From an optimization exercise on the open Yosys and OpenROAD flow, aimed at small area, a short achievable clock period and few clock cycles per item; shortcuts taken in it are not production practice. Only simulation tests tie the RTL to the original design; equivalence was not proved. Power figures rest on the tool's default switching activity, not on a simulated workload.

### flow/config.mk
export PLATFORM = sky130hd
export DESIGN_NAME = polyline_proximity_warning_core
export DESIGN_NICKNAME = polyline_proximity_warning_core
export VERILOG_FILES = /design/flow/design.v
export SDC_FILE = /design/flow/constraint.sdc
export NUM_CORES = 8
export LEC_CHECK = 0
export ABC_AREA = 1
export CAP_MARGIN = 20
export CORE_MARGIN = 2
export CORE_UTILIZATION = 40
export SETUP_SLACK_MARGIN = 5
export SLEW_MARGIN = 20
### flow/constraint.sdc
create_clock -name core_clock -period 11.0 [get_ports {clk}]
set_input_delay 2.2000 -clock core_clock [delete_from_list [all_inputs] [get_ports {clk}]]
set_output_delay 2.2000 -clock core_clock [all_outputs]
set_load 0.01 [all_outputs]
### flow/design.v
package ppw_pkg;
  localparam int MaxPoints = 64;
  localparam int IdxW      = $clog2(MaxPoints);
  localparam int CntW      = $clog2(MaxPoints + 1);
  localparam int CoordW    = 23;
  localparam int DistW     = 23;
  localparam int LevelW    = 8;
  localparam int StepW     = 16;
  localparam int PointsW   = 7;
  localparam int D2W       = 48;
  localparam int CfgW      = 23;
  localparam logic [DistW-1:0] DistSat = {DistW{1'b1}};
  localparam logic [LevelW-1:0] LevelMax = {LevelW{1'b1}};
  localparam int VtxW      = 2 * CoordW;
  typedef logic signed [CoordW-1:0] coord_t;
  typedef struct packed {
    coord_t z;
    coord_t x;
  } vtx_t;
  function automatic logic [2*CoordW-1:0] default_vtx(input logic [IdxW-1:0] idx);
    logic [2*CoordW-1:0] v;
    case (idx)
      IdxW'(0): v = 46'h00140107129a;   
      IdxW'(1): v = 46'h0054b606d493;   
      IdxW'(2): v = 46'h009cfc0673c6;   
      IdxW'(3): v = 46'h00e8f106095f;   
      IdxW'(4): v = 46'h01408505653e;   
      IdxW'(5): v = 46'h019a7d0499a2;   
      IdxW'(6): v = 46'h01eb9983b710;   
      IdxW'(7): v = 46'h01fed3031f2d;   
      IdxW'(8): v = 46'h0225a0829802;   
      IdxW'(9): v = 46'h022614025fd6;   
      IdxW'(10): v = 46'h02007e81fc39;   
      IdxW'(11): v = 46'h021ee181501d;   
      IdxW'(12): v = 46'h02519a013047;   
      IdxW'(13): v = 46'h0257e48100d5;   
      IdxW'(14): v = 46'h0261a9807f08;   
      IdxW'(15): v = 46'h02629d001a3f;   
      IdxW'(16): v = 46'h025c997edcf9;   
      IdxW'(17): v = 46'h02807dfda62e;   
      IdxW'(18): v = 46'h02795f7c605f;   
      IdxW'(19): v = 46'h023b3b7b3372;   
      IdxW'(20): v = 46'h01f38979fac3;   
      IdxW'(21): v = 46'h01a227796436;   
      IdxW'(22): v = 46'h015178f86bb6;   
      IdxW'(23): v = 46'h00cb1d77eb72;   
      IdxW'(24): v = 46'h0060f077ed5e;   
      IdxW'(25): v = 46'h3fa6ed783486;   
      IdxW'(26): v = 46'h3f627a78c037;   
      IdxW'(27): v = 46'h3ea21af92992;   
      IdxW'(28): v = 46'h3e42a87a3b6e;   
      IdxW'(29): v = 46'h3da9437b777c;   
      IdxW'(30): v = 46'h3d2680fcfd3a;   
      IdxW'(31): v = 46'h3d02e5ff0a5b;   
      IdxW'(32): v = 46'h3cf794009865;   
      IdxW'(33): v = 46'h3d13f382d35e;   
      IdxW'(34): v = 46'h3d96fd05f292;   
      IdxW'(35): v = 46'h3e0d6906d2f3;   
      IdxW'(36): v = 46'h3e922d0779b5;   
      IdxW'(37): v = 46'h3f9838875a31;   
      default:    v = '0;
    endcase
    default_vtx = v;
  endfunction
endpackage
module ppw_vtx_mem (
  input  logic                                         clk,
  input  logic                                         rst_n,
  input  logic                                         wr_req,
  input  logic [ppw_pkg::IdxW-1:0]                     wr_addr,
  input  logic [ppw_pkg::VtxW-1:0]                     wr_data,
  input  logic                                         wr_ok,
  output logic                                         wr_pend,
  output logic                                         wr_fire,
  output logic                                         busy,
  output logic [ppw_pkg::IdxW-1:0]                     head,
  output logic [ppw_pkg::MaxPoints*ppw_pkg::VtxW-1:0]  ring
);
  localparam int VW = ppw_pkg::VtxW;
  localparam int NP = ppw_pkg::MaxPoints;
  logic [VW-1:0]              ring_r [NP];
  logic [ppw_pkg::IdxW-1:0]   head_r;
  logic [ppw_pkg::IdxW:0]     rcnt_r;
  logic                       pend_r;
  logic [ppw_pkg::IdxW-1:0]   paddr_r;
  logic [VW-1:0]              pdata_r;
  logic                       restore;
  logic [VW-1:0]              tail_in;
  assign restore = !rst_n || (rcnt_r != '0);
  logic match_r;
  always_ff @(posedge clk) match_r <= ((wr_req ? wr_addr : paddr_r) == head_r + 1'b1);
  assign wr_fire = pend_r && match_r && wr_ok;
  always_comb begin
    tail_in = ring_r[0];
    if (!rst_n)       tail_in = ppw_pkg::default_vtx(ppw_pkg::IdxW'(ppw_pkg::MaxPoints - 1));
    else if (restore) tail_in = ppw_pkg::default_vtx(head_r);
    else if (wr_fire) tail_in = pdata_r;
  end
  always_ff @(posedge clk) begin
    for (int s = 0; s < NP - 1; s++) ring_r[s] <= ring_r[s+1];
    ring_r[NP-1] <= tail_in;
  end
  always_ff @(posedge clk) begin
    if (!rst_n) head_r <= '0;
    else        head_r <= head_r + 1'b1;
  end
  always_ff @(posedge clk) begin
    if (!rst_n) begin
      rcnt_r <= (ppw_pkg::IdxW+1)'(NP - 1);
      pend_r <= 1'b0;
    end else begin
      if (rcnt_r != '0) rcnt_r <= rcnt_r - 1'b1;
      if (wr_req)       pend_r <= 1'b1;
      else if (wr_fire) pend_r <= 1'b0;
    end
  end
  always_ff @(posedge clk) begin
    if (wr_req) begin
      paddr_r <= wr_addr;
      pdata_r <= wr_data;
    end
  end
  assign wr_pend = pend_r;
  assign busy    = (rcnt_r != '0);
  assign head    = head_r;
  for (genvar s = 0; s < NP; s++) begin : g_tap
    assign ring[s*VW +: VW] = ring_r[s];
  end
endmodule
module ppw_seg_unit (
  input  logic                        clk,
  input  logic                        rst_n,
  input  logic                        start,
  input  logic                        tag_in,
  input  logic [1:0]                  kill,
  input  logic [4:0]                  kb,
  input  logic [ppw_pkg::DistW:0]     bnd0,
  input  logic [ppw_pkg::DistW:0]     bnd1,
  input  logic [ppw_pkg::VtxW-1:0]    a,
  input  logic [ppw_pkg::VtxW-1:0]    b,
  input  logic [ppw_pkg::CoordW-1:0]  px,
  input  logic [ppw_pkg::CoordW-1:0]  pz,
  output logic                        ready,
  output logic                        opsel,    
  output logic                        done,
  output logic                        tag_out,
  output logic [ppw_pkg::DistW-1:0]   r
);
  localparam int CW  = ppw_pkg::CoordW;
  localparam int DW  = CW + 1;            
  localparam int OW  = DW + 1;            
  localparam int PW  = 2 * OW;            
  localparam int LW  = 2 * DW - 1;        
  localparam int CCW = LW + 2;            
  localparam int NW  = 96;                
  localparam int RW  = 72;                
  localparam int TW  = LW + 26;           
  localparam int RB  = 24;                
  typedef enum logic [1:0] {F_IDLE, F_MUL, F_WAIT} fst_t;
  typedef enum logic [1:0] {S_IDLE, S_SQD, S_FIN} sst_t;
  typedef enum logic [2:0] {T_NONE, T_SET, T_ADD, T_SUB, T_ADD25, T_ADD48} tag_t;
  fst_t                   fst_r [2];
  sst_t                   sst_r;
  logic [4:0]             stp_r [2];
  logic [4:0]             fkb_r [2];
  logic                   ftg_r [2];
  logic                   old_r, xj, nj, act0, act1, tail_ok, be_ok, hsel;
  logic                   fk [2];
  logic                   fl [2];
  logic                   ff [2];
  logic [4:0]             kb6;
  logic signed [DW-1:0]   sa, sb;           
  logic                   sa_z, sa_b, sb_z;
  logic signed [OW-1:0]   ma, mb, ma_r, mb_r;
  logic                   ma_sa, ma_sb, mb_sa, mb_sb, m_cl_a, m_cl_b, m_ch_a, m_ch_b;
  tag_t                   tag, ctag, tags_r, tag1_r, tagm_r, tag2_r;
  logic signed [DW-1:0]   sa_r, sb_r;
  logic                   ma_sa_r, ma_sb_r, mb_sa_r, mb_sb_r;
  logic signed [PW-1:0]   p_r;
  logic signed [OW+9:0]   p0_r;              
  logic signed [OW+8:0]   p1_r;              
  logic signed [OW+7:0]   p2_r;              
  logic signed [NW-1:0]   acc_r, acc_a, acc_b, acc_s;
  logic                   acc_cin;
  logic [LW-1:0]          d_r;
  logic [LW+1:0]          d3_r;
  logic [CCW-1:0]         c_r;
  logic                   clamp_a, clamp_b, clamp_r, csel_b_r, sat_r;
  logic signed [CCW-1:0]  dot, cval;
  logic signed [CCW+23:0] cscl;
  logic                   c_ovf, pre_sat, hand, be_kill, be_free;
  logic                   be_tag_r;
  logic [RW-1:0]          rm_r;
  logic [47:0]            nlo_r;
  logic [TW-1:0]          t_r;
  logic [LW-1:0]          bd_r;
  logic [LW+1:0]          bd3_r;
  logic [RB-1:0]          root_r;
  logic                   early;
  logic [4:0]             cnt_r;
  logic                   bsat_r, bit_ok;
  logic [RW+2:0]          rm2, diff;
  logic [TW-1:0]          t_up, t_dn;
  assign sa = sa_z ? (DW'($signed(pz)) - DW'($signed(sa_b ? b[2*CW-1:CW] : a[2*CW-1:CW])))
                   : (DW'($signed(px)) - DW'($signed(sa_b ? b[CW-1:0]    : a[CW-1:0])));
  assign sb = sb_z ? (DW'($signed(b[2*CW-1:CW])) - DW'($signed(a[2*CW-1:CW])))
                   : (DW'($signed(b[CW-1:0]))    - DW'($signed(a[CW-1:0])));
  assign dot     = acc_r[CCW-1:0];
  assign clamp_a = (d_r == '0) || dot[CCW-1] || (dot == '0);
  assign clamp_b = !clamp_a && ($signed({2'b00, d_r}) <= dot);
  always_comb begin
    sa_z = 1'b0; sa_b = 1'b0; sb_z = 1'b0; tag = T_NONE;
    ma_sa = 1'b0; ma_sb = 1'b0; mb_sa = 1'b0; mb_sb = 1'b0;
    m_cl_a = 1'b0; m_cl_b = 1'b0; m_ch_a = 1'b0; m_ch_b = 1'b0; ctag = T_NONE;
    sb_z  = 1'b1;
    opsel = 1'b1;
    if (start) begin ma_sa = 1'b1; mb_sb = 1'b1; tag = T_SET; end                      
    for (int j = 0; j < 2; j++) begin
      logic [4:0] st;
      st = stp_r[j];
      if (fst_r[j] == F_MUL) begin
        if (st <= 5'd5 || ((st == 5'd11 || st == 5'd12) && clamp_r)) begin
          opsel = 1'b0;
          sb_z  = 1'b0;
        end
        case (st)
          5'd1: begin ma_sa = 1'b1; sa_z = 1'b1; mb_sb = 1'b1; tag = T_SUB; end           
          5'd2: begin ma_sb = 1'b1; mb_sb = 1'b1; tag = T_SET; end                        
          5'd3: begin ma_sb = 1'b1; mb_sb = 1'b1; sb_z = 1'b1; tag = T_ADD; end           
          5'd4: begin ma_sa = 1'b1; mb_sb = 1'b1; tag = T_SET; end                        
          5'd5: begin ma_sa = 1'b1; sa_z = 1'b1; mb_sb = 1'b1; sb_z = 1'b1; tag = T_ADD; end  
          5'd11: if (clamp_r) begin
            ma_sa = 1'b1; mb_sa = 1'b1; sa_b = csel_b_r; tag = T_SET;                     
          end
          5'd12: if (clamp_r) begin
            ma_sa = 1'b1; mb_sa = 1'b1; sa_z = 1'b1; sa_b = csel_b_r; tag = T_ADD;        
          end
          default: ;
        endcase
        case (st)
          5'd7: begin m_cl_a = 1'b1; m_cl_b = 1'b1; ctag = T_SET; end                     
          5'd8: begin m_ch_a = 1'b1; m_cl_b = 1'b1; ctag = T_ADD25; end                   
          5'd9: begin m_ch_a = 1'b1; m_ch_b = 1'b1; ctag = T_ADD48; end                   
          default: ;
        endcase
      end
    end
  end
  always_comb begin
    ma = '0;
    if (ma_sa_r) ma = OW'(sa_r);
    if (ma_sb_r) ma = OW'(sb_r);
    if (m_cl_a)  ma = $signed({1'b0, c_r[23:0]});
    if (m_ch_a)  ma = $signed(c_r[CCW-1:24]);
    mb = '0;
    if (mb_sa_r) mb = OW'(sa_r);
    if (mb_sb_r) mb = OW'(sb_r);
    if (m_cl_b)  mb = $signed({1'b0, c_r[23:0]});
    if (m_ch_b)  mb = $signed(c_r[CCW-1:24]);
  end
  assign cval  = acc_r[CCW-1:0];
  assign kb6   = (fst_r[0] == F_MUL && stp_r[0] == 5'd6) ? fkb_r[0] : fkb_r[1];
  assign cscl  = (CCW+24)'(cval) <<< (5'd23 - kb6);
  assign c_ovf = !((cscl[CCW+23:CCW-2] == '0) || (cscl[CCW+23:CCW-2] == '1));
  always_comb begin
    acc_a = (tag2_r == T_SET) ? '0 : acc_r;
    acc_b = NW'(p_r);
    acc_cin = 1'b0;
    case (tag2_r)
      T_SUB:   begin acc_b = ~(NW'(p_r)); acc_cin = 1'b1; end
      T_ADD25: acc_b = NW'(p_r) <<< 25;
      T_ADD48: acc_b = NW'(p_r) <<< 48;
      default: ;
    endcase
  end
  assign acc_s = acc_a + acc_b + NW'(acc_cin);
  assign act0 = (fst_r[0] != F_IDLE);
  assign act1 = (fst_r[1] != F_IDLE);
  assign xj   = (act0 && act1) ? old_r : act1;
  assign nj   = act0;                       
  for (genvar j = 0; j < 2; j++) begin : g_ctx
    assign fk[j]  = (fst_r[j] != F_IDLE) && kill[ftg_r[j]];
    assign fl[j]  = (fst_r[j] == F_MUL) && (clamp_r ? (stp_r[j] == 5'd17) : (stp_r[j] == 5'd13));
    assign ff[j]  = (fl[j] || (fst_r[j] == F_WAIT)) && !fk[j];
  end
  assign pre_sat = (acc_r[NW-1:48] >= (NW-48)'(d_r));
  assign be_kill = (sst_r != S_IDLE) && kill[be_tag_r];
  assign be_free = (sst_r == S_IDLE) || (sst_r == S_FIN) || be_kill;
  assign hand    = ff[0] || ff[1];
  assign hsel    = ff[1];
  assign be_ok   = be_free || (sst_r == S_SQD && cnt_r <= 5'd4);
  assign tail_ok = (fst_r[xj] == F_MUL) && (stp_r[xj] >= (clamp_r ? 5'd13 : 5'd11));
  assign ready   = (!act0 && !act1) || ((act0 != act1) && tail_ok && be_ok);
  always_ff @(posedge clk) begin
    if (!rst_n) begin
      fst_r[0] <= F_IDLE;
      fst_r[1] <= F_IDLE;
      sst_r    <= S_IDLE;
    end else begin
      for (int j = 0; j < 2; j++) begin
        case (fst_r[j])
          F_IDLE: if (start && nj == 1'(j)) fst_r[j] <= F_MUL;
          F_MUL:  if (fk[j]) fst_r[j] <= F_IDLE;
                  else if (fl[j]) fst_r[j] <= (hand && be_free) ? F_IDLE : F_WAIT;
          F_WAIT: if (fk[j] || (hand && be_free)) fst_r[j] <= F_IDLE;
          default: fst_r[j] <= F_IDLE;
        endcase
      end
      case (sst_r)
        default: begin
          if (hand && be_free)                        sst_r <= (pre_sat || sat_r) ? S_FIN : S_SQD;
          else if (be_kill || sst_r == S_FIN)         sst_r <= S_IDLE;
          else if (sst_r == S_SQD && (cnt_r == 5'd1 || early)) sst_r <= S_FIN;
        end
      endcase
    end
  end
  always_ff @(posedge clk) begin
    ma_r   <= ma;
    mb_r   <= mb;
    sa_r    <= sa;
    sb_r    <= sb;
    ma_sa_r <= ma_sa;
    ma_sb_r <= ma_sb;
    mb_sa_r <= mb_sa;
    mb_sb_r <= mb_sb;
    tags_r  <= tag;
    tag1_r  <= (tags_r != T_NONE) ? tags_r : ctag;
    p0_r   <= ma_r * $signed({1'b0, mb_r[8:0]});
    p1_r   <= ma_r * $signed({1'b0, mb_r[16:9]});
    p2_r   <= ma_r * $signed(mb_r[OW-1:17]);
    tagm_r <= tag1_r;
    p_r    <= PW'(p0_r) + (PW'(p1_r) <<< 9) + (PW'(p2_r) <<< 17);
    tag2_r <= tagm_r;
    if (tag2_r != T_NONE) acc_r <= acc_s;
    if (start) old_r <= !nj;
    for (int j = 0; j < 2; j++) begin
      if (fst_r[j] == F_IDLE && start && nj == 1'(j)) begin
        ftg_r[j] <= tag_in;
        fkb_r[j] <= kb;
        stp_r[j] <= 5'd1;                       
      end else if (fst_r[j] == F_MUL) begin
        stp_r[j] <= stp_r[j] + 5'd1;
        if (stp_r[j] == 5'd6) c_r <= CCW'(cscl);            
        if (stp_r[j] == 5'd6) sat_r <= c_ovf;
        if (stp_r[j] == 5'd8) d_r <= acc_r[LW-1:0];         
        if (stp_r[j] == 5'd9) d3_r <= (LW+2)'(d_r) + (LW+2)'({d_r, 1'b0});
        if (stp_r[j] == 5'd10) begin                        
          clamp_r  <= clamp_a || clamp_b;
          csel_b_r <= clamp_b;
          if (clamp_a || clamp_b) sat_r <= 1'b0;
        end
        if (stp_r[j] == 5'd11 && clamp_r) begin
          d_r  <= LW'(1);
          d3_r <= (LW+2)'(3);
        end
      end
    end
  end
  assign rm2    = {1'b0, rm_r, nlo_r[47:46]};
  assign diff   = rm2 - (RW+3)'(t_r);
  assign bit_ok = !diff[RW+2];
  assign t_up   = TW'({t_r, 1'b0}) + TW'(bd3_r);
  assign t_dn   = TW'({t_r, 1'b0}) - TW'(bd_r);
  assign early  = (root_r >= (be_tag_r ? bnd1 : bnd0));
  always_ff @(posedge clk) begin
    if (hand && be_free) begin
      be_tag_r <= ftg_r[hsel];
      rm_r   <= RW'(acc_r[NW-1:48]);
      nlo_r  <= acc_r[47:0];
      t_r    <= TW'(d_r);
      bd_r   <= d_r;
      bd3_r  <= d3_r;
      root_r <= '0;
      cnt_r  <= clamp_r ? 5'(RB) : (fkb_r[hsel] + 5'd1);
      bsat_r <= pre_sat || sat_r;
    end else if (sst_r == S_SQD) begin
      cnt_r  <= cnt_r - 5'd1;
      rm_r   <= bit_ok ? RW'(diff) : RW'(rm2);
      nlo_r  <= {nlo_r[45:0], 2'b00};
      if (bit_ok) root_r[cnt_r - 5'd1] <= 1'b1;
      t_r    <= bit_ok ? t_up : t_dn;
      if (early) bsat_r <= 1'b1;
    end
  end
  assign done    = (sst_r == S_FIN);
  assign tag_out = be_tag_r;
  assign r    = (bsat_r || root_r[RB-1]) ? ppw_pkg::DistSat : root_r[ppw_pkg::DistW-1:0];
endmodule
module ppw_post (
  input  logic                      clk,
  input  logic                      rst_n,
  input  logic                      start,
  input  logic [ppw_pkg::DistW-1:0] dist_in,
  input  logic                      god,
  input  logic [ppw_pkg::DistW-1:0] warn,
  input  logic [ppw_pkg::DistW-1:0] shoot_dist,
  input  logic [ppw_pkg::StepW-1:0] step,
  input  logic                      out_tready,
  output logic                      busy,
  output logic                      out_tvalid,
  output logic [31:0]               out_tdata
);
  localparam int DW = ppw_pkg::DistW;
  localparam int SW = ppw_pkg::StepW;
  localparam int LV = ppw_pkg::LevelW;
  typedef enum logic [1:0] {P_IDLE, P_DIV, P_HOLD} pst_t;
  pst_t              st_r;
  logic [3:0]        cnt_r;
  logic [DW-1:0]     dist_r;
  logic [SW-1:0]     rem_r;          
  logic [LV-1:0]     low_r;          
  logic [SW:0]       rem2;
  logic [LV-1:0]     q_r;
  logic              in_warn, shoot_r, sat_r, qbit;
  logic [SW-1:0]     s_eff;
  logic [DW:0]       diff;
  logic [LV-1:0]     level;
  logic              out_load;
  logic              out_tvalid_r;
  logic [31:0]       out_tdata_r;
  assign diff    = (DW+1)'(warn) - (DW+1)'(dist_r);
  assign s_eff   = (step == '0) ? SW'(1) : step;
  assign in_warn = (dist_r <= warn);
  assign rem2    = {rem_r, low_r[LV-1]};
  assign qbit    = (rem2 >= (SW+1)'(s_eff));
  assign out_load = (st_r == P_HOLD) && (!out_tvalid_r || out_tready);
  always_comb begin
    if (!in_warn)           level = '0;
    else if (sat_r)         level = ppw_pkg::LevelMax;
    else if (q_r == '0)     level = LV'(1);
    else                    level = q_r;
  end
  always_ff @(posedge clk) begin
    if (!rst_n) st_r <= P_IDLE;
    else begin
      case (st_r)
        P_IDLE: if (start) st_r <= P_DIV;
        P_DIV:  if (cnt_r == 4'd0) st_r <= P_HOLD;
        P_HOLD: if (out_load) st_r <= P_IDLE;
        default: st_r <= P_IDLE;
      endcase
    end
  end
  always_ff @(posedge clk) begin
    case (st_r)
      P_IDLE: begin
        dist_r  <= dist_in;
        shoot_r <= !god;
        cnt_r   <= 4'd9;
      end
      P_DIV: begin
        cnt_r <= cnt_r - 4'd1;
        if (cnt_r == 4'd9) begin
          rem_r   <= SW'(diff[DW-1:LV]);
          low_r   <= diff[LV-1:0];
          sat_r   <= (SW'(diff[DW-1:LV]) >= s_eff);
          q_r     <= '0;
          shoot_r <= shoot_r && (dist_r <= shoot_dist);
        end else if (cnt_r != 4'd0) begin
          rem_r <= qbit ? SW'(rem2 - (SW+1)'(s_eff)) : SW'(rem2);
          low_r <= {low_r[LV-2:0], 1'b0};
          q_r   <= {q_r[LV-2:0], qbit};
        end
      end
      default: ;
    endcase
  end
  always_ff @(posedge clk) begin
    if (!rst_n)        out_tvalid_r <= 1'b0;
    else if (out_load) out_tvalid_r <= 1'b1;
    else if (out_tready) out_tvalid_r <= 1'b0;
  end
  always_ff @(posedge clk) begin
    if (out_load) out_tdata_r <= {shoot_r && in_warn, level, dist_r};
  end
  assign busy       = (st_r != P_IDLE);
  assign out_tvalid = out_tvalid_r;
  assign out_tdata  = out_tdata_r;
endmodule
module polyline_proximity_warning_core (
  input  logic        clk,
  input  logic        rst_n,
  input  logic        in_tvalid,
  output logic        in_tready,
  input  logic [55:0] in_tdata,    
  input  logic [1:0]  in_tuser,    
  output logic        out_tvalid,
  input  logic        out_tready,
  output logic [31:0] out_tdata,   
  input  logic        cfg_we,
  input  logic [1:0]  cfg_index,
  input  logic [22:0] cfg_wdata
);
  localparam int Lanes = 3;
  localparam int SC    = 8;                    
  localparam int NP    = ppw_pkg::MaxPoints;
  localparam int SL    = (NP + Lanes - 1) / Lanes;   
  localparam int CW    = ppw_pkg::CoordW;
  localparam int QW    = CW - SC;              
  localparam int VW    = ppw_pkg::VtxW;
  localparam int IW    = ppw_pkg::IdxW;
  localparam int GW    = QW;                   
  localparam int KW    = GW + IW;              
  localparam int UW    = QW + 2;               
  localparam int DW    = ppw_pkg::DistW;
  localparam int ND    = 3;                    
  localparam int NK    = ND + 1;               
  logic [ppw_pkg::PointsW-1:0] points_r;
  logic [DW-1:0]               warn_r, shoot_r;
  logic [ppw_pkg::StepW-1:0]   step_r;
  logic [IW:0]                 n_cur;
  always_ff @(posedge clk) begin
    if (!rst_n) begin
      points_r <= ppw_pkg::PointsW'(38);
      warn_r   <= DW'(9600);
      shoot_r  <= DW'(5200);
      step_r   <= ppw_pkg::StepW'(440);
    end else if (cfg_we) begin
      case (cfg_index)
        2'd0: points_r <= cfg_wdata[ppw_pkg::PointsW-1:0];
        2'd1: warn_r   <= cfg_wdata;
        2'd2: shoot_r  <= cfg_wdata;
        2'd3: step_r   <= cfg_wdata[ppw_pkg::StepW-1:0];
        default: ;
      endcase
    end
  end
  assign n_cur = (points_r > ppw_pkg::PointsW'(NP)) ? (IW+1)'(NP) : (IW+1)'(points_r);
  logic                 mem_busy, wr_pend, wr_fire, wr_req;
  logic [IW-1:0]        head;
  logic [NP*VW-1:0]     ring;
  logic [CW-1:0]        in_x, in_z;
  logic                 in_acc, is_query, short_q;
  logic                 b_busy_r, pipe_idle, i_vld_r, s_vld_r, p_vld_r;
  assign in_x      = in_tdata[28:6];
  assign in_z      = in_tdata[51:29];
  assign is_query  = in_tuser[0];
  assign pipe_idle = !i_vld_r && !s_vld_r && !p_vld_r && !b_busy_r;
  assign in_tready = !i_vld_r && !mem_busy && (!wr_pend || wr_fire);
  assign in_acc    = in_tvalid && in_tready;
  assign wr_req    = in_acc && !is_query;
  assign short_q   = (in_x == '0 && in_z == '0) || (n_cur < (IW+1)'(2));
  ppw_vtx_mem u_mem (
    .clk     (clk),
    .rst_n   (rst_n),
    .wr_req  (wr_req),
    .wr_addr (in_tdata[IW-1:0]),
    .wr_data ({in_z, in_x}),
    .wr_ok   (pipe_idle),
    .wr_pend (wr_pend),
    .wr_fire (wr_fire),
    .busy    (mem_busy),
    .head    (head),
    .ring    (ring)
  );
  function automatic logic [VW-1:0] slot(input logic [NP*VW-1:0] rg, input int s);
    slot = rg[((s + NP) % NP)*VW +: VW];
  endfunction
  logic [CW-1:0]   pix_r, piz_r, psx_r, psz_r, ppx_r, ppz_r;
  logic            god_i_r, short_i_r, god_s_r, god_p_r, short_p_r;
  logic            s_need_r, p_wait_r, k_held_r;
  logic [KW-1:0]   pk_r  [NK];
  logic            pkv_r [NK];
  logic [UW-1:0]   pu_r;
  logic            sw_run_r, sw_for_b_r, b_live_r;
  logic [5:0]      t_r;
  logic [KW-1:0]   lastkey_r;
  logic [QW-1:0]   sqx, sqz;                 
  logic [UW-1:0]   u_r;
  logic [KW-1:0]   k_r [NK];
  logic            kv_r [NK];
  logic            sw_start, sw_start_b, sw_abort, last_issue, merge_last;
  logic            a_new, a_restart, hand_sp, short_go, park_now, park_held, mad_r;
  logic [GW-1:0]   lg_r  [Lanes];
  logic [IW-1:0]   lj_r  [Lanes];
  logic            lsv_r [Lanes];
  logic [UW-1:0]   lu_r  [Lanes];
  logic            lvv_r [Lanes];
  logic            s1_vld_r;
  function automatic logic [QW:0] wdiff(input logic [QW-1:0] p, input logic [CW-1:0] v);
    wdiff = (QW+1)'($signed(p)) - (QW+1)'($signed(v[CW-1:SC]));
  endfunction
  function automatic logic [QW-1:0] omag(input logic [QW:0] w);
    omag = w[QW] ? ~w[QW-1:0] : w[QW-1:0];
  endfunction
  assign sqx = sw_for_b_r ? pbx_r[sw_slot_r][CW-1:SC] : psx_r[CW-1:SC];
  assign sqz = sw_for_b_r ? pbz_r[sw_slot_r][CW-1:SC] : psz_r[CW-1:SC];
  logic [QW:0]     wax_r [Lanes], waz_r [Lanes], wbx_r [Lanes], wbz_r [Lanes];
  logic            altx_r [Lanes], altz_r [Lanes];
  logic [IW-1:0]   j0_r  [Lanes];
  logic            lin_r [Lanes];              
  logic            s0_vld_r, s0_first_r, s0_last_r, s0_b_r;
  logic            s1_first_r, s1_last_r, s1_b_r;
  always_ff @(posedge clk) begin
    for (int k = 0; k < Lanes; k++) begin
      logic [VW-1:0] va, vb;
      va = slot(ring, k * SL);
      vb = slot(ring, k * SL + 1);
      wax_r[k]  <= wdiff(sqx, va[CW-1:0]);
      waz_r[k]  <= wdiff(sqz, va[VW-1:CW]);
      wbx_r[k]  <= wdiff(sqx, vb[CW-1:0]);
      wbz_r[k]  <= wdiff(sqz, vb[VW-1:CW]);
      altx_r[k] <= ($signed(va[CW-1:SC]) < $signed(vb[CW-1:SC]));
      altz_r[k] <= ($signed(va[VW-1:CW+SC]) < $signed(vb[VW-1:CW+SC]));
      j0_r[k]   <= head + IW'(k * SL);
      lin_r[k]  <= (32'(t_r) < NP - k * SL);
    end
    s0_vld_r   <= sw_run_r && !sw_abort && rst_n;
    s0_first_r <= (t_r == '0);
    s0_last_r  <= (t_r == 6'(SL - 1));
    s0_b_r     <= sw_for_b_r;
  end
  function automatic logic [QW-1:0] gap2(input logic a_lt_b, input logic [QW:0] wa,
                                         input logic [QW:0] wb);
    logic [QW:0] lo, hi;            
    lo = a_lt_b ? wa : wb;
    hi = a_lt_b ? wb : wa;
    if (!hi[QW])     gap2 = hi[QW-1:0];      
    else if (lo[QW]) gap2 = ~lo[QW-1:0];     
    else             gap2 = '0;
  endfunction
  always_ff @(posedge clk) begin
    for (int k = 0; k < Lanes; k++) begin
      logic [QW-1:0] gx, gz, mx, mz;
      gx  = gap2(altx_r[k], wax_r[k], wbx_r[k]);
      gz  = gap2(altz_r[k], waz_r[k], wbz_r[k]);
      mx  = omag(wax_r[k]);
      mz  = omag(waz_r[k]);
      lg_r[k]  <= (gx > gz) ? gx : gz;
      lj_r[k]  <= j0_r[k];
      lsv_r[k] <= lin_r[k] && ((IW+1)'(j0_r[k]) + (IW+1)'(2) <= n_cur);
      lu_r[k]  <= UW'(mx) + UW'(mz) + UW'(5);
      lvv_r[k] <= lin_r[k] && ((IW+1)'(j0_r[k]) < n_cur);
    end
    s1_vld_r   <= s0_vld_r && !sw_abort && rst_n;
    s1_first_r <= s0_first_r;
    s1_last_r  <= s0_last_r;
    s1_b_r     <= s0_b_r;
  end
  logic [KW-1:0]   nk [NK];
  logic            nkv [NK];
  logic [UW-1:0]   nu;
  localparam int NE = NK + Lanes;
  always_comb begin
    logic [KW-1:0] ek  [NE];
    logic          ev  [NE];
    logic          lt  [NE][NE];
    logic [2:0]    rk  [NE];
    for (int i = 0; i < NK; i++) begin
      ek[i] = k_r[i]; ev[i] = kv_r[i] && !s1_first_r;
    end
    for (int k = 0; k < Lanes; k++) begin
      ek[NK+k] = {lg_r[k], lj_r[k]};
      ev[NK+k] = s1_vld_r && lsv_r[k] && (!s1_b_r || ek[NK+k] > lastkey_r);
    end
    for (int i = 0; i < NE; i++)
      for (int j = 0; j < NE; j++) begin
        if (i == j)             lt[i][j] = 1'b0;
        else if (i < NK && j < NK) lt[i][j] = (i < j) ? ev[i] || !ev[j] : (ev[i] && !ev[j]);
        else if (ev[i] != ev[j]) lt[i][j] = ev[i];
        else if (!ev[i])         lt[i][j] = (i < j);
        else                     lt[i][j] = (ek[i] < ek[j]);
      end
    for (int i = 0; i < NE; i++) begin
      rk[i] = '0;
      for (int j = 0; j < NE; j++) if (j != i && !lt[i][j]) rk[i] = rk[i] + 3'd1;
    end
    for (int s = 0; s < NK; s++) begin
      nk[s] = '0; nkv[s] = 1'b0;
      for (int i = 0; i < NE; i++) if (rk[i] == 3'(s)) begin nk[s] = ek[i]; nkv[s] = ev[i]; end
    end
    begin
      logic [UW-1:0] uv [Lanes+1];
      logic          ue [Lanes+1];
      logic          win [Lanes+1];
      uv[0] = u_r; ue[0] = !s1_first_r;
      for (int k = 0; k < Lanes; k++) begin
        uv[k+1] = lu_r[k]; ue[k+1] = s1_vld_r && lvv_r[k];
      end
      nu = '1;
      for (int i = 0; i <= Lanes; i++) begin
        win[i] = ue[i];
        for (int j = 0; j <= Lanes; j++)
          if (j != i && ue[j] && ((j < i) ? (uv[j] <= uv[i]) : (uv[j] < uv[i]))) win[i] = 1'b0;
        if (win[i]) nu = uv[i];
      end
    end
  end
  assign last_issue = sw_run_r && (t_r == 6'(SL - 1));
  assign merge_last = s1_vld_r && s1_last_r;
  typedef enum logic [1:0] {B_IDLE, B_RUN, B_RSW, B_DONE} bst_t;
  bst_t            bst_r   [2];
  logic [CW-1:0]   pbx_r   [2];
  logic [CW-1:0]   pbz_r   [2];
  logic            god_b_r [2];
  logic [GW-1:0]   g_r     [2][NK];
  logic            v_r     [2][NK];
  logic [IW-1:0]   cj_r    [2][ND];
  logic [1:0]      nst_r   [2];
  logic [1:0]      nres_r  [2];
  logic            rsw_req_r [2];
  logic [DW-1:0]   best_r  [2];
  logic            binf_r  [2];
  logic            head_r, rsw_rdy_r, sw_slot_r, rsw_slot_r;
  logic            take_a, tslot;
  logic            ev_start, ev_done, ev_ready, ev_tag, ev_slot, ev_opsel;
  logic [1:0]      ev_kill;
  logic [DW-1:0]   ev_r;
  logic            want [2];
  logic            keep [2];
  logic            done_s [2];
  logic            fin_s [2];
  logic            more_s [2];
  logic            cancel_s [2];
  logic            take_rsw_s [2];
  logic            spec_s [2];
  logic            req_s [2];
  logic [1:0]      nres_nx [2];
  logic [DW-1:0]   best_nx;
  logic [UW-1:0]   thr_r   [2];
  logic [UW-1:0]   ev_thr;
  logic            gx_ok [NK];
  logic            b_sw_busy, sw_start_b_any, rsw_slot_nx;
  logic            breq_r [2];
  logic [DW:0]     bnd_r  [2];
  assign ev_thr  = UW'(ev_r >> SC) + UW'(1);
  assign best_nx = (binf_r[ev_tag] || ev_r < best_r[ev_tag]) ? ev_r : best_r[ev_tag];
  for (genvar i = 0; i < NK; i++) begin : g_gx
    assign gx_ok[i] = (UW'(g_r[ev_tag][i]) <= ev_thr);
  end
  function automatic logic [4:0] kbits_of(input logic [UW-1:0] u, input logic binf,
                                          input logic [DW-1:0] bst);
    logic [UW+SC-1:0] ubig, m;
    ubig = {u, {SC{1'b0}}};
    m = ubig;
    if (!binf && (UW+SC)'(bst) <= ubig) m = (UW+SC)'(bst) - (UW+SC)'(1);
    kbits_of = 5'd23;
    for (int i = 22; i >= 0; i--) if (m < ((UW+SC)'(1) << i)) kbits_of = 5'(i);
    if (m >= ((UW+SC)'(1) << 23)) kbits_of = 5'd23;
  endfunction
  function automatic logic [DW:0] bnd_of(input logic [UW-1:0] u, input logic binf,
                                         input logic [DW-1:0] bst);
    logic [UW+SC:0] ub1;
    ub1 = (UW+SC+1)'({u, {SC{1'b0}}}) + (UW+SC+1)'(1);
    if (!binf)                        bnd_of = (DW+1)'(bst);
    else if (ub1 >= (UW+SC+1)'(1) << (DW+1)) bnd_of = '1;
    else                              bnd_of = (DW+1)'(ub1);
  endfunction
  assign tslot  = (bst_r[head_r] == B_IDLE) ? head_r : !head_r;
  assign take_a = p_vld_r && !p_wait_r && (bst_r[tslot] == B_IDLE);
  assign b_sw_busy = rsw_rdy_r || (k_held_r && !p_vld_r) || (sw_run_r && sw_for_b_r) || last_issue || mad_r ||
                     (s0_vld_r && (s0_b_r || s0_last_r)) || (s1_vld_r && (s1_b_r || s1_last_r)) ||
                     (s_vld_r && !s_need_r && !k_held_r && !(sw_run_r && !sw_for_b_r));
  always_comb begin
    for (int q = 0; q < 2; q++) begin
      logic       qn [NK];
      logic       qx [NK];
      logic       pend, nxq, infl, kil;
      done_s[q] = ev_done && (ev_tag == 1'(q)) && (bst_r[q] == B_RUN);
      for (int i = 0; i < NK; i++) begin
        qn[i] = v_r[q][i] && (UW'(g_r[q][i]) <= thr_r[q]);
        qx[i] = qn[i] && (!done_s[q] || gx_ok[i]);
      end
      pend  = (nst_r[q] != nres_r[q] + 2'd1);
      kil   = done_s[q] && pend && !qx[nres_r[q] + 2'd1];
      ev_kill[q]  = kil;
      nres_nx[q]  = !done_s[q] ? nres_r[q] : (kil ? nst_r[q] : nres_r[q] + 2'd1);
      infl  = (nres_nx[q] != nst_r[q]);
      nxq   = (nst_r[q] < 2'(ND)) && qx[nst_r[q]];
      keep[q]   = (bst_r[q] == B_RUN) && nxq;
      want[q]   = (bst_r[q] == B_RUN) && (nst_r[q] < 2'(ND)) && qn[nst_r[q]] && !done_s[q];
      fin_s[q]  = (bst_r[q] == B_RUN) && !infl && !nxq;
      more_s[q] = (nst_r[q] == 2'(ND)) && !kil && qx[ND];
      cancel_s[q] = fin_s[q] && !more_s[q] && rsw_req_r[q];
      take_rsw_s[q] = (bst_r[q] == B_RSW) && rsw_rdy_r && (rsw_slot_r == 1'(q));
      spec_s[q] = (nst_r[q] == 2'(ND - 1)) && qn[ND];
      req_s[q]  = ((bst_r[q] == B_RSW) && !rsw_req_r[q]) ||
                  (ev_start && ev_slot == 1'(q) && spec_s[q] && !rsw_req_r[q]);
    end
  end
  localparam int NT = 8;                      
  logic            nxt_v_r, nxt_have_r, nxt_slot_r, nxt_sel, nxt_pick, nxt_drop;
  logic [1:0]      nxt_cand_r;
  logic [IW-1:0]   nxt_j_r, rel;
  logic [VW-1:0]   nxt_a_r, nxt_b_r, op_a_r, op_b_r, tap_a, tap_b;
  logic            aligned;
  logic sure0, sure1;
  assign sure0 = want[0] && (nres_r[0] == nst_r[0]);
  assign sure1 = want[1] && (nres_r[1] == nst_r[1]);
  assign nxt_sel  = (head_r ? sure1 : sure0) ? head_r :
                    (head_r ? sure0 : sure1) ? !head_r :
                    want[head_r] ? head_r : !head_r;
  assign nxt_pick = !nxt_v_r && (want[0] || want[1]);
  assign rel      = nxt_j_r - head;
  assign aligned  = (rel[IW-1-$clog2(NT):0] == '0);
  always_comb begin
    tap_a = '0; tap_b = '0;
    for (int t = 0; t < NT; t++)
      if (rel[IW-1:IW-$clog2(NT)] == $clog2(NT)'(t)) begin
        tap_a = slot(ring, t * (NP / NT));
        tap_b = slot(ring, t * (NP / NT) + 1);
      end
  end
  assign nxt_drop = nxt_v_r && (!keep[nxt_slot_r] || nst_r[nxt_slot_r] != nxt_cand_r);
  assign ev_slot  = nxt_slot_r;
  assign ev_start = nxt_v_r && nxt_have_r && (nst_r[nxt_slot_r] == nxt_cand_r) && want[nxt_slot_r] && ev_ready;
  always_ff @(posedge clk) begin
    if (!rst_n) begin
      nxt_v_r <= 1'b0;
    end else begin
      if (nxt_pick)                   nxt_v_r <= 1'b1;
      else if (ev_start || nxt_drop)  nxt_v_r <= 1'b0;
    end
    if (nxt_pick) begin
      nxt_slot_r <= nxt_sel;
      nxt_cand_r <= nst_r[nxt_sel];
      nxt_j_r    <= cj_r[nxt_sel][nst_r[nxt_sel]];
      nxt_have_r <= 1'b0;
    end else if (nxt_v_r && !nxt_have_r && aligned) begin
      nxt_a_r    <= tap_a;
      nxt_b_r    <= tap_b;
      nxt_have_r <= 1'b1;
    end
    if (ev_start) begin
      op_a_r <= nxt_a_r;
      op_b_r <= nxt_b_r;
    end
  end
  always_comb begin
    logic ok0, ok1;
    ok0 = breq_r[0] && !fin_s[0] && ((bst_r[0] == B_RSW) || (bst_r[0] == B_RUN && !sw_run_r && !s_vld_r && !i_vld_r));
    ok1 = breq_r[1] && !fin_s[1] && ((bst_r[1] == B_RSW) || (bst_r[1] == B_RUN && !sw_run_r && !s_vld_r && !i_vld_r));
    sw_start_b_any = 1'b0;
    rsw_slot_nx    = 1'b0;
    if (!b_sw_busy) begin
      if (head_r ? ok1 : ok0)      begin sw_start_b_any = 1'b1; rsw_slot_nx = head_r;  end
      else if (head_r ? ok0 : ok1) begin sw_start_b_any = 1'b1; rsw_slot_nx = !head_r; end
    end
  end
  assign sw_start_b = sw_start_b_any;
  logic       fe_slot_r;
  always_ff @(posedge clk) if (ev_start) fe_slot_r <= ev_slot;
  ppw_seg_unit u_seg (
    .clk     (clk),
    .rst_n   (rst_n),
    .start   (ev_start),
    .tag_in  (ev_slot),
    .kill    (ev_kill),
    .kb      (kbits_of(thr_r[ev_slot], binf_r[ev_slot], best_r[ev_slot])),
    .bnd0    (bnd_r[0]),
    .bnd1    (bnd_r[1]),
    .a       (ev_opsel ? nxt_a_r : op_a_r),
    .b       (ev_opsel ? nxt_b_r : op_b_r),
    .px      (pbx_r[ev_opsel ? nxt_slot_r : fe_slot_r]),
    .pz      (pbz_r[ev_opsel ? nxt_slot_r : fe_slot_r]),
    .opsel   (ev_opsel),
    .ready   (ev_ready),
    .done    (ev_done),
    .tag_out (ev_tag),
    .r       (ev_r)
  );
  logic post_busy, post_start;
  assign post_start = (bst_r[head_r] == B_DONE) && !post_busy;
  logic b_block_a;
  assign b_block_a = rsw_rdy_r || (sw_run_r && sw_for_b_r) || (s0_vld_r && s0_b_r) ||
                     (s1_vld_r && s1_b_r) || (breq_r[0] && bst_r[0] == B_RSW) ||
                     (breq_r[1] && bst_r[1] == B_RSW);
  assign hand_sp   = last_issue && !sw_for_b_r && !p_vld_r;
  assign a_restart = s_vld_r && s_need_r && !sw_run_r && !b_block_a;
  assign a_new     = i_vld_r && !short_i_r && (!s_vld_r || hand_sp) && !k_held_r &&
                     (!sw_run_r || (last_issue && !sw_for_b_r)) && !b_block_a;
  assign sw_start  = (a_restart || a_new) && !sw_start_b;
  assign sw_abort  = (sw_start_b && sw_run_r && !sw_for_b_r) ||
                     (sw_run_r && sw_for_b_r && cancel_s[sw_slot_r]);
  assign park_now  = mad_r && !p_wait_r && !p_vld_r;
  assign park_held = k_held_r && !p_vld_r;
  assign short_go  = i_vld_r && short_i_r && !s_vld_r && !p_vld_r;
  always_ff @(posedge clk) begin
    if (!rst_n) begin
      i_vld_r   <= 1'b0;
      s_vld_r   <= 1'b0;
      p_vld_r   <= 1'b0;
      k_held_r  <= 1'b0;
      b_live_r  <= 1'b0;
      sw_run_r  <= 1'b0;
      rsw_rdy_r <= 1'b0;
      head_r    <= 1'b0;
      b_busy_r  <= 1'b0;
      for (int q = 0; q < 2; q++) bst_r[q] <= B_IDLE;
    end else begin
      if (in_acc && is_query)  i_vld_r <= 1'b1;
      else if (a_new || short_go) i_vld_r <= 1'b0;
      if (a_new)                      s_vld_r <= 1'b1;
      else if (hand_sp || park_now || park_held) s_vld_r <= 1'b0;
      if (hand_sp || park_now || park_held || short_go) p_vld_r <= 1'b1;
      else if (take_a)                p_vld_r <= 1'b0;
      if (mad_r && !p_wait_r && p_vld_r) k_held_r <= 1'b1;
      else if (park_held || sw_start_b)                 k_held_r <= 1'b0;
      if (sw_start_b || sw_start) sw_run_r <= 1'b1;
      else if (last_issue || (sw_for_b_r && cancel_s[sw_slot_r])) sw_run_r <= 1'b0;
      if (sw_start_b)                                    b_live_r <= 1'b1;
      else if (sw_for_b_r && cancel_s[sw_slot_r])        b_live_r <= 1'b0;
      if (merge_last && s1_b_r && b_live_r && !cancel_s[sw_slot_r]) rsw_rdy_r <= 1'b1;
      else if (take_rsw_s[0] || take_rsw_s[1] || cancel_s[rsw_slot_r] ||
               !(bst_r[rsw_slot_r] == B_RUN || bst_r[rsw_slot_r] == B_RSW)) rsw_rdy_r <= 1'b0;
      if (post_start) head_r <= !head_r;
      for (int q = 0; q < 2; q++) begin
        case (bst_r[q])
          B_IDLE: if (take_a && tslot == 1'(q)) bst_r[q] <= short_p_r ? B_DONE : B_RUN;
          B_RUN:  if (fin_s[q]) bst_r[q] <= more_s[q] ? B_RSW : B_DONE;
          B_RSW:  if (take_rsw_s[q]) bst_r[q] <= B_RUN;
          B_DONE: if (post_start && head_r == 1'(q)) bst_r[q] <= B_IDLE;
          default: bst_r[q] <= B_IDLE;
        endcase
      end
      b_busy_r <= !(bst_r[0] == B_IDLE && bst_r[1] == B_IDLE) || take_a;
    end
  end
  always_ff @(posedge clk) begin
    if (in_acc && is_query) begin
      pix_r     <= in_x;
      piz_r     <= in_z;
      god_i_r   <= in_tuser[1];
      short_i_r <= short_q;
    end
    if (a_new) begin
      psx_r    <= pix_r;
      psz_r    <= piz_r;
      god_s_r  <= god_i_r;
      s_need_r <= 1'b0;
    end
    if (a_restart) s_need_r <= 1'b0;
    if (sw_start_b && ((sw_run_r && !sw_for_b_r) || k_held_r)) s_need_r <= 1'b1;    
    if (hand_sp || park_now || park_held) begin
      ppx_r     <= psx_r;
      ppz_r     <= psz_r;
      god_p_r   <= god_s_r;
      short_p_r <= 1'b0;
    end else if (short_go) begin
      ppx_r     <= pix_r;
      ppz_r     <= piz_r;
      god_p_r   <= god_i_r;
      short_p_r <= 1'b1;
    end
    if (!rst_n || short_go)         p_wait_r <= 1'b0;
    else if (hand_sp)               p_wait_r <= 1'b1;
    else if (mad_r)                 p_wait_r <= 1'b0;
    mad_r <= merge_last && !s1_b_r && rst_n;
    if ((mad_r && (p_wait_r || !p_vld_r)) || park_held) begin
      for (int i = 0; i < NK; i++) begin
        pk_r[i]  <= k_r[i];
        pkv_r[i] <= kv_r[i];
      end
      pu_r <= u_r;
    end
    if (sw_start_b || sw_start) begin
      t_r        <= '0;
      sw_for_b_r <= sw_start_b;
      sw_slot_r  <= rsw_slot_nx;
      lastkey_r  <= {g_r[rsw_slot_nx][ND-1], cj_r[rsw_slot_nx][ND-1]};
    end else if (sw_run_r) begin
      t_r <= t_r + 6'd1;
    end
    if (s1_vld_r) begin
      u_r <= nu;
      for (int i = 0; i < NK; i++) begin k_r[i] <= nk[i]; kv_r[i] <= nkv[i]; end
    end
    if (merge_last && s1_b_r) rsw_slot_r <= sw_slot_r;
    for (int q = 0; q < 2; q++) begin
      if (!rst_n || (take_a && tslot == 1'(q)) || take_rsw_s[q] || cancel_s[q] ||
          (sw_start_b && rsw_slot_nx == 1'(q)) ||
          !(bst_r[q] == B_RUN || bst_r[q] == B_RSW))
        breq_r[q] <= 1'b0;
      else if (req_s[q])
        breq_r[q] <= 1'b1;
      bnd_r[q] <= bnd_of(thr_r[q], binf_r[q], best_r[q]);
      if (take_a && tslot == 1'(q)) begin
        pbx_r[q]   <= ppx_r;
        pbz_r[q]   <= ppz_r;
        god_b_r[q] <= god_p_r;
        thr_r[q]   <= pu_r;
        best_r[q]  <= ppw_pkg::DistSat;
        binf_r[q]  <= !short_p_r;
      end
      if ((take_a && tslot == 1'(q)) || take_rsw_s[q]) begin
        nst_r[q]     <= '0;
        nres_r[q]    <= '0;
        rsw_req_r[q] <= 1'b0;
        for (int i = 0; i < NK; i++) begin
          g_r[q][i] <= take_rsw_s[q] ? k_r[i][KW-1:IW] : pk_r[i][KW-1:IW];
          v_r[q][i] <= take_rsw_s[q] ? kv_r[i] : pkv_r[i];
        end
        for (int i = 0; i < ND; i++) cj_r[q][i] <= take_rsw_s[q] ? k_r[i][IW-1:0] : pk_r[i][IW-1:0];
      end else begin
        if (ev_start && ev_slot == 1'(q)) nst_r[q] <= nst_r[q] + 2'd1;
        if (sw_start_b && rsw_slot_nx == 1'(q)) rsw_req_r[q] <= 1'b1;
        if (cancel_s[q]) rsw_req_r[q] <= 1'b0;
        if (done_s[q]) begin
          best_r[q] <= best_nx;
          if (ev_thr < thr_r[q]) thr_r[q] <= ev_thr;
          binf_r[q] <= 1'b0;
        end
        nres_r[q] <= nres_nx[q];
      end
    end
  end
  ppw_post u_post (
    .clk        (clk),
    .rst_n      (rst_n),
    .start      (post_start),
    .dist_in    (best_r[head_r]),
    .god        (god_b_r[head_r]),
    .warn       (warn_r),
    .shoot_dist (shoot_r),
    .step       (step_r),
    .out_tready (out_tready),
    .busy       (post_busy),
    .out_tvalid (out_tvalid),
    .out_tdata  (out_tdata)
  );
endmodule
### flow/run.sh
#!/bin/bash
# synth_recipe.tcl (not shown) runs the flow's synth.tcl, then flattens the netlist and writes it again
# the make line also repeats each setting of config.mk as NAME=value (left out here)
make -C /OpenROAD-flow-scripts/flow DESIGN_CONFIG=/design/flow/config.mk WORK_HOME=/design/flow/orfs CLKGATE_MAP_FILE= SYNTH_SCRIPT=/design/flow/synth_recipe.tcl finish
==> flow_summary.json, run 1 <==
{
  "syn-cell-area_um2": 256000,
  "cts.htree.levels": 6,
  "placedCellCount": 36400,
  "async_flop_share": 0,
  "layout_commonest_cell": "nand2_1",
  "grt_pass1_vias": 191000,
  "gr-total-overflow": 0,
  "cts_tree": "built",
  "hold_slack_ns": 0.294,
  "slowest_delay_ns": 0.59,
  "fin_total_pwr_uw": 52600,
  "internal_power_uw": 36100,
  "mostFrequentLayoutCells": "nand2_1, dfxtp_1, inv_1",
  "relSlewSlack": 0.129,
  "place.gp.congestion": 0.984,
  "p_leak_uw": 0.132,
  "ir_worst_vdd_v": 0.000220,
  "critical_path.slowest_cell": "nand3_2",
  "synth.net_count": 31200,
  "synthFlopType": "dfxtp_1",
  "path_max_fanout": 11,
  "cts_made_buffers": 563,
  "vias": 201000,
  "insertion_delay_ns": 1.11,
  "fin_crit_sh": 0.547,
  "ys_types": 86,
  "crit_path_end_kind": "flop",
  "post-route-drc-count": 0,
  "syn_inst": 28500,
  "switchingPower_uw": 16500,
  "grt_max_degree": 130,
  "start_kind": "flop",
  "tightest_slew_ns": 1.30,
  "skew_ns": 0.0870,
  "root_buffer": "clkbuf_16",
  "switching_share": 0.314,
  "grt_pass1_wl_um": 1270000,
  "hold_class": "flop to flop",
  "fillCellCount": 60800,
  "worstPathRequired_ns": 11.81,
  "p_seq_frac": 0.431,
  "maxCapViolCount": 0,
  "cts_sinks": 5404,
  "pwr-share-clk": 0.373,
  "die_area_um2": 646000,
  "postRouteAntennaNets": 0,
  "pin_count": 122,
  "finalNetCount": 31500,
  "area_delta_synth_final_pct": 13.5,
  "fmax_mhz": 166,
  "rsz0062_at_grt": "yes",
  "dpl.hpwl_um": 655000,
  "synth_seq_area_share": 0.474,
  "antenna_found_initial": 44,
  "drt_iter0_drc": 19000,
  "slew_viol_final": 0,
  "firstDrtPassIters": 7,
  "yosysWarnings": 124,
  "die_w_um": 804,
  "synth_enable_flop_cells": 1316,
  "power_density_nw_per_um2": 181,
  "hold_viol_final": 0,
  "clock_path_buffers": 4,
  "cp.arrival_ns": 6.83,
  "initial_core_util": 0.402,
  "fin_tns_setup_ns": 0,
  "wl_per_cell_um": 23.6,
  "ys_ff_latch": 5404,
  "fin_util": 0.456,
  "period_needed_ns": 6.02,
  "gr-usage-all-layers": 0.263,
  "via_per_inst": 5.35,
  "core-area_um2": 637000,
  "port-buffer-count": 117,
  "status": "timing/DRC/antenna clean",
  "p_comb_frac": 0.195,
  "crit_type": "flop to flop",
  "avgSynthCellArea_um2": 8.99,
  "finalSetupViolCount": 0,
  "wl_um": 889000,
  "die_y_um": 804,
  "num_rows": 293,
  "final_cells": 37700,
  "cts.clk_slew.worst_paths_ns": 0.07,
  "drive_gt1_frac": 0.0736
}
==> through the flow <==
| step | setup slack [ns] | cell area, um^2 |
|---|---|---|
| global placement | 3.54 | 267000 |
| CTS | 4.97 | 288000 |
| global route | 4.83 | 291000 |
| detailed placement | 3.41 | 267000 |
| finish | 4.98 | 291000 |
| floorplan | 5.02 | 256000 |
==> flip-flops by register name, indices dropped and copies added (netlist names), 49 cells and up, named ones only <==
register and cells:
u_mem.ring_r 2944, g_r 120, u_seg.acc_r 96, k_r 84
pk_r 78, u_seg.t_r 73, u_seg.rm_r 72, lu_r 51
u_seg.p_r 50, u_seg.bd3_r 49, u_seg.c_r 49, u_seg.d3_r 49
==> final cells by class <==
cell class                 count  area, um^2  area share
antenna                       20        50.0    0.000172
clock buffer                 795       16500      0.0567
clock inverter               230        2960      0.0102
inverter                    3782       14400      0.0495
multi-input combinational  18400      118000       0.407
sequential                  5404      121000       0.418
tap                         8407       10500      0.0362
timing repair buffer         634        6470      0.0223
timing repair inverter         6        42.5    0.000146
==> worst max-delay path: cells and delay by family, from the launching register on <==
family                     cells  cell delay (ns)
and+or+nand+nor               12             2.11
adders and majority gates      5             1.23
buffers and inverters          8             1.04
DFF                            1             0.50
xor gates and xnor gates       2             0.44
AOI/OAI and AO/OA              2             0.39
==> cells in the mapped netlist (42+ instances only) <==
library cell  number  area, um^2
inv_1           3716       13900
nand2_1         5618       21100
a31oi_1          250        1560
o22ai_1           62         388
o21a_1            93         698
a211oi_1         102         766
o221ai_1          89         780
nor3_1           185         926
nor2_1          1468        5510
o21ai_0         2111       10600
a22oi_1           54         405
dfxtp_1         4088       81800
a21oi_1         1980        9910
o2111ai_1         48         420
o211ai_1         214        1610
a221oi_1          78         683
mux2i_1          105        1050
xor2_1           585        5120
clkbuf_1         707        2650
o21ai_1          121         606
o21bai_1          85         638
mux2_2            85         957
buf_2             99         495
a21o_1            46         345
nor4_1            85         532
nand3_1          975        4880
nand4_1          377        2360
edfxtp_1        1316       39500
a32o_1            67         671
buf_1             58         218
fa_1             528       10600
nand2_2           42         263
or2_2             91         569
ha_1            2135       26700
xnor2_1          277        2430
==> per-layer routing <==
layer / part of all wire / up-vias / GRT usage
met5: 0.00021 / - / 0
met4: 0.054 / 20 / 0.118
met3: 0.073 / 1764 / 0.0374
met2: 0.43 / 7570 / 0.411
met1: 0.44 / 96400 / 0.362
li1: - / 95600 / -
==> power groups by stage <==
stage / sequential, uW / clock [uW] / combinational [uW]
3_5_place_dp: 23100 / 0 / 9860
2_1_floorplan: 22600 / 0 / 6150
5_1_grt: 22800 / 20700 / 11200
3_3_place_gp: 23100 / 0 / 9730
4_1_cts: 22700 / 19900 / 9980
6_report: 22700 / 19600 / 10300
==> worst paths after layout <==
path	cells after the start	slack, ns	end	from
worst min register to register	0	0.29	u_mem.ring_r[12][21]	u_mem.ring_r[13][21]
worst max register to register	29	4.98	kv_r[1]	k_r[1][18]
worst min-delay path	0	0.29	u_mem.ring_r[12][21]	u_mem.ring_r[13][21]
worst max-delay path	29	4.98	kv_r[1]	k_r[1][18]
==> what timing repair did <==
item / 4_1_cts / 5_1_grt
resized for setup: 225 / 323
pin swaps: 29 / 58
gates cloned: 26 / 20
setup endpoints to repair: 829 / 763
hold buffers: 0 / 0
setup buffers: 58 / 112
==> kinds of logic after synthesis <==
family,synth area share
AOI/OAI and AO/OA,0.126
buffers and inverters,0.0704
muxes,0.00785
xor gates and xnor gates,0.0295
DFF,0.474
and+or+nand+nor,0.146
adders and majority gates,0.146
Testbench counts, summed over its fixed seeds: cycles 26,646, queries 640.
==> inputs of run 2 (changes only) <==
--- a/flow/design.v
+++ b/flow/design.v
@@ -492,7 +492,7 @@
   input  logic [1:0]  cfg_index,
   input  logic [22:0] cfg_wdata
 );
-  localparam int Lanes = 3;
+  localparam int Lanes = 2;
   localparam int SC    = 8;                    
   localparam int NP    = ppw_pkg::MaxPoints;
   localparam int SL    = (NP + Lanes - 1) / Lanes;   
@@ -616,18 +616,23 @@
     logic [QW:0] lo, hi;            
     lo = a_lt_b ? wa : wb;
     hi = a_lt_b ? wb : wa;
-    if (!hi[QW])     gap2 = hi[QW-1:0];      
-    else if (lo[QW]) gap2 = ~lo[QW-1:0];     
-    else             gap2 = '0;
+    if (!hi[QW] && hi[QW-1:0] != '0) gap2 = hi[QW-1:0] - QW'(1);   
+    else if (lo[QW])                 gap2 = ~lo[QW-1:0];           
+    else                             gap2 = '0;
   endfunction
   always_ff @(posedge clk) begin
     for (int k = 0; k < Lanes; k++) begin
-      logic [QW-1:0] gx, gz, mx, mz;
+      logic [QW-1:0] gx, gz, mx, mz, gm;
+      logic [QW:0]   gs, gd;
       gx  = gap2(altx_r[k], wax_r[k], wbx_r[k]);
       gz  = gap2(altz_r[k], waz_r[k], wbz_r[k]);
       mx  = omag(wax_r[k]);
       mz  = omag(waz_r[k]);
-      lg_r[k]  <= (gx > gz) ? gx : gz;
+      gm  = (gx > gz) ? gx : gz;
+      gs  = (QW+1)'(gx) + (QW+1)'(gz);
+      gd  = (QW+1)'(gs >> 1) + (QW+1)'(gs >> 3) + (QW+1)'(gs >> 4);
+      if (gd[QW-1:0] > gm || gd[QW]) gm = gd[QW-1:0] | {QW{gd[QW]}};
+      lg_r[k]  <= (gm == '1) ? gm : gm + QW'(1);
       lj_r[k]  <= j0_r[k];
       lsv_r[k] <= lin_r[k] && ((IW+1)'(j0_r[k]) + (IW+1)'(2) <= n_cur);
       lu_r[k]  <= UW'(mx) + UW'(mz) + UW'(5);
@@ -670,22 +675,9 @@
       nk[s] = '0; nkv[s] = 1'b0;
       for (int i = 0; i < NE; i++) if (rk[i] == 3'(s)) begin nk[s] = ek[i]; nkv[s] = ev[i]; end
     end
-    begin
-      logic [UW-1:0] uv [Lanes+1];
-      logic          ue [Lanes+1];
-      logic          win [Lanes+1];
-      uv[0] = u_r; ue[0] = !s1_first_r;
-      for (int k = 0; k < Lanes; k++) begin
-        uv[k+1] = lu_r[k]; ue[k+1] = s1_vld_r && lvv_r[k];
-      end
-      nu = '1;
-      for (int i = 0; i <= Lanes; i++) begin
-        win[i] = ue[i];
-        for (int j = 0; j <= Lanes; j++)
-          if (j != i && ue[j] && ((j < i) ? (uv[j] <= uv[i]) : (uv[j] < uv[i]))) win[i] = 1'b0;
-        if (win[i]) nu = uv[i];
-      end
-    end
+    nu = s1_first_r ? '1 : u_r;
+    for (int k = 0; k < Lanes; k++)
+      if (s1_vld_r && lvv_r[k] && lu_r[k] < nu) nu = lu_r[k];
   end
   assign last_issue = sw_run_r && (t_r == 6'(SL - 1));
   assign merge_last = s1_vld_r && s1_last_r;
==> flow_summary.json, run 2 <==
{
  "place.gp.congestion": 0.982,
  "synth.net_count": 29600,
  "area_delta_synth_final_pct": 14.4,
  "via_per_inst": 5.30,
  "synth_enable_flop_cells": 1316,
  "relSlewSlack": 0.187,
  "fmax_mhz": 127,
  "tightest_slew_ns": 1.21,
  "hold_class": "flop to flop",
  "p_leak_uw": 0.128,
  "die_y_um": 787,
  "fin_tns_setup_ns": 0,
  "slowest_delay_ns": 0.49,
  "skew_ns": 0.0860,
  "wl_per_cell_um": 22.3,
  "post-route-drc-count": 0,
  "min_path_cells": 0,
  "insertion_delay_ns": 1.13,
  "crit_type": "flop to flop",
  "placedCellCount": 34700,
  "ys_types": 82,
  "cts_hold_buf": 0,
  "gr-usage-all-layers": 0.248,
  "syn_inst": 27100,
  "largest_register_ffs": 2944,
  "cts_tree": "built",
  "power_density_nw_per_um2": 234,
  "grt_pass1_wl_um": 1170000,
  "crit_top_cell": "inv_2",
  "cts_sinks": 5287,
  "status": "timing/DRC/antenna clean",
  "drive_gt1_frac": 0.0847,
  "reg_top3": "u_mem.ring_r x2944, g_r x120, u_seg.acc_r x96",
  "p_seq_frac": 0.338,
  "wl_um": 805000,
  "internal_power_uw": 41700,
  "crit_path_end_kind": "flop",
  "ys_ff_latch": 5287,
  "start_kind": "flop",
  "hold_viol_final": 0,
  "num_rows": 287,
  "pwr-share-clk": 0.281,
  "ir_worst_vdd_v": 0.00130,
  "synth_seq_area_share": 0.485,
  "cts.htree.levels": 6,
  "gr-total-overflow": 0,
  "firstDrtPassIters": 6,
  "p_comb_frac": 0.381,
  "switchingPower_uw": 23900,
  "slew_viol_final": 0,
  "pin_count": 122,
  "final_cells": 36100,
  "maxCapViolCount": 0,
  "switching_share": 0.364,
  "critical_path.slowest_cell": "fa_1",
  "layout_commonest_cell": "nand2_1",
  "drt_iter0_drc": 18600,
  "dpl.hpwl_um": 603000,
  "finalSetupViolCount": 0,
  "postRouteAntennaNets": 0,
  "synthFlopType": "dfxtp_1",
  "worst_r2r_path_depth": 52,
  "async_flop_share": 0,
  "clock_path_buffers": 4,
  "netlist.top_cell.by_area": "dfxtp_1",
  "regMostFlops": "u_mem.ring_r",
  "period_needed_ns": 7.88,
  "worstPathRequired_ns": 11.96,
  "path_max_fanout": 7,
  "port-buffer-count": 117,
  "yosysWarnings": 118,
  "yosysTopAreaCellShare": 0.324,
  "antenna_found_initial": 78,
  "fillCellCount": 57900,
  "cts.clk_slew.worst_paths_ns": 0.07,
  "root_buffer": "clkbuf_16",
  "mostFrequentLayoutCells": "nand2_1, dfxtp_1, inv_1",
  "die_area_um2": 619000,
  "synth.most_common_cell": "nand2_1",
  "hold_slack_ns": 0.266,
  "die_w_um": 787,
  "cts_made_buffers": 536,
  "avgSynthCellArea_um2": 9.05,
  "fin_crit_sh": 0.717,
  "rsz0062_at_grt": "yes",
  "syn-cell-area_um2": 245000,
  "synthTopCellsByCount": "nand2_1, dfxtp_1, inv_1",
  "cp.arrival_ns": 8.84,
  "initial_core_util": 0.401,
  "vias": 191000,
  "finalNetCount": 30000,
  "core-area_um2": 611000,
  "grt_pass1_vias": 182000,
  "synth_area_leaders": "dfxtp_1, edfxtp_1, ha_1",
  "grt_max_degree": 129
}
run 2: cell types whose count changed in the layout (fill, tap and decap cells not counted), sizes merged, moves of 37 or more:
cell    delta
a32o      -63
nand3     -49
a21oi     -93
ha       -296
mux2      +41
inv       -37
buf       +77
a31oi     -37
clkbuf    -54
dfxtp    -117
nand2    -614
nor3      +49
nand4     -53
run 2: area by class of cell:
type	count	area [um^2]	area share
Timing Repair inverter	1	11.3	0.0000401
Antenna cell	35	87.6	0.000312
Sequential cell	5287	119000	0.424
Clock buffer	747	15200	0.0541
Timing Repair Buffer	704	6830	0.0243
Tap cell	8092	10100	0.0361
Inverter	3705	14000	0.0500
Clock inverter	224	2730	0.00971
Multi-Input combinational cell	17300	113000	0.401
run 2: power by group through the flow:
stage	registers, uW	clock network [uW]	logic (uW)
detailed placement	22500	0	17500
finish	22200	18500	24900
CTS	22100	18700	23600
floorplan	22000	0	13000
global route	22200	19500	27400
global placement	22500	0	17500
run 2: routing by layer:
| metal | vias to the layer above | GRT usage | routed length [um] |
|---|---|---|---|
| li1 | 90900 | - | - |
| met2 | 7292 | 0.380 | 347000 |
| met4 | 20 | 0.116 | 41800 |
| met5 | - | 0 | 140 |
| met3 | 1593 | 0.0393 | 61700 |
| met1 | 91100 | 0.345 | 355000 |
run 2: worst paths after layout:
| check | startpoint | to | slack (ns) |
|---|---|---|---|
| setup / recovery | altx_r[0] | lg_r[0][10] | 3.12 |
| hold / removal | u_mem.ring_r[10][26] | u_mem.ring_r[9][26] | 0.27 |
| setup reg to reg | altx_r[0] | lg_r[0][10] | 3.12 |
| hold reg to reg | u_mem.ring_r[10][26] | u_mem.ring_r[9][26] | 0.27 |
run 2: through the flow:
| stage | instance area (um^2) | power, uW | worst slack, ns | utilization |
|---|---|---|---|---|
| after floorplan | 246000 | 34900 | 3.62 | - |
| after global placement | 256000 | 40000 | 1.17 | 0.419 |
| after detailed placement | 256000 | 40000 | 1.22 | 0.419 |
| after CTS | 278000 | 64400 | 3.21 | 0.456 |
| after global routing | 281000 | 69100 | 2.71 | 0.459 |
| final | 281000 | 65600 | 3.12 | 0.459 |
run 2: cell families after synthesis:
logic type                 count (synthesis)  synth area share
adders and majority gates               2387             0.139
muxes                                    216           0.00946
AOI/OAI and AO/OA                       5475             0.125
buffers and inverters                   4559            0.0706
DFF                                     5287             0.485
xor gates and xnor gates                 867            0.0310
and+or+nand+nor                         8303             0.140
run 2: critical path: cells and delay by family, from the launching register on:
family | cells | cell delay [ns]
buffers and inverters | 11 | 1.01
AND/OR/NAND/NOR | 16 | 1.76
AO/OA/AOI/OAI | 16 | 2.26
adder cells (fa/ha/maj) | 7 | 1.94
XOR/XNOR | 2 | 0.34
flip-flops | 1 | 0.38
run 2: timing repair:
item / CTS / global route
cloned: 15 / 11
setup buffers: 244 / 72
pin swaps: 195 / 151
endpoints found under the setup margin: 806 / 677
resized for setup: 557 / 363
Testbench counts of run 2, summed over its fixed seeds: cycles 26,762, queries 640.

-- static timing again, ports no longer ideal --
No port has a modelled driver above. Below, the same layouts with a new extraction and two added sets of constraints. Step 1 assumes that a clkbuf_16 drives the clock port and a buf_2 every other input. Step 2 moves the port delays by t, midway between the first and last clock arrival at a register: inputs arrive t later, outputs are due t later. That takes back most of the time a late clock gives input paths. Slacks: no drivers / after step 1 / after step 2; pairs: no drivers / after step 1.
| run | shift t [ns] | setup slack, ns | hold WS [ns] | worst data-port slew with drivers (ns) |
|---|---|---|---|---|
| run 1 | 1.202 | 4.981 / 4.981 / 4.728 | 0.294 / 0.294 / 0.294 | 0.27 |
| run 2 | 1.210 | 3.118 / 3.118 / 3.118 | 0.266 / 0.266 / 0.266 | 0.30 |
After both steps setup and hold are still met in every run listed. The setup slack of run 1, which loses most, moves by 0.000 ns with the drivers and by -0.253 ns with both steps.
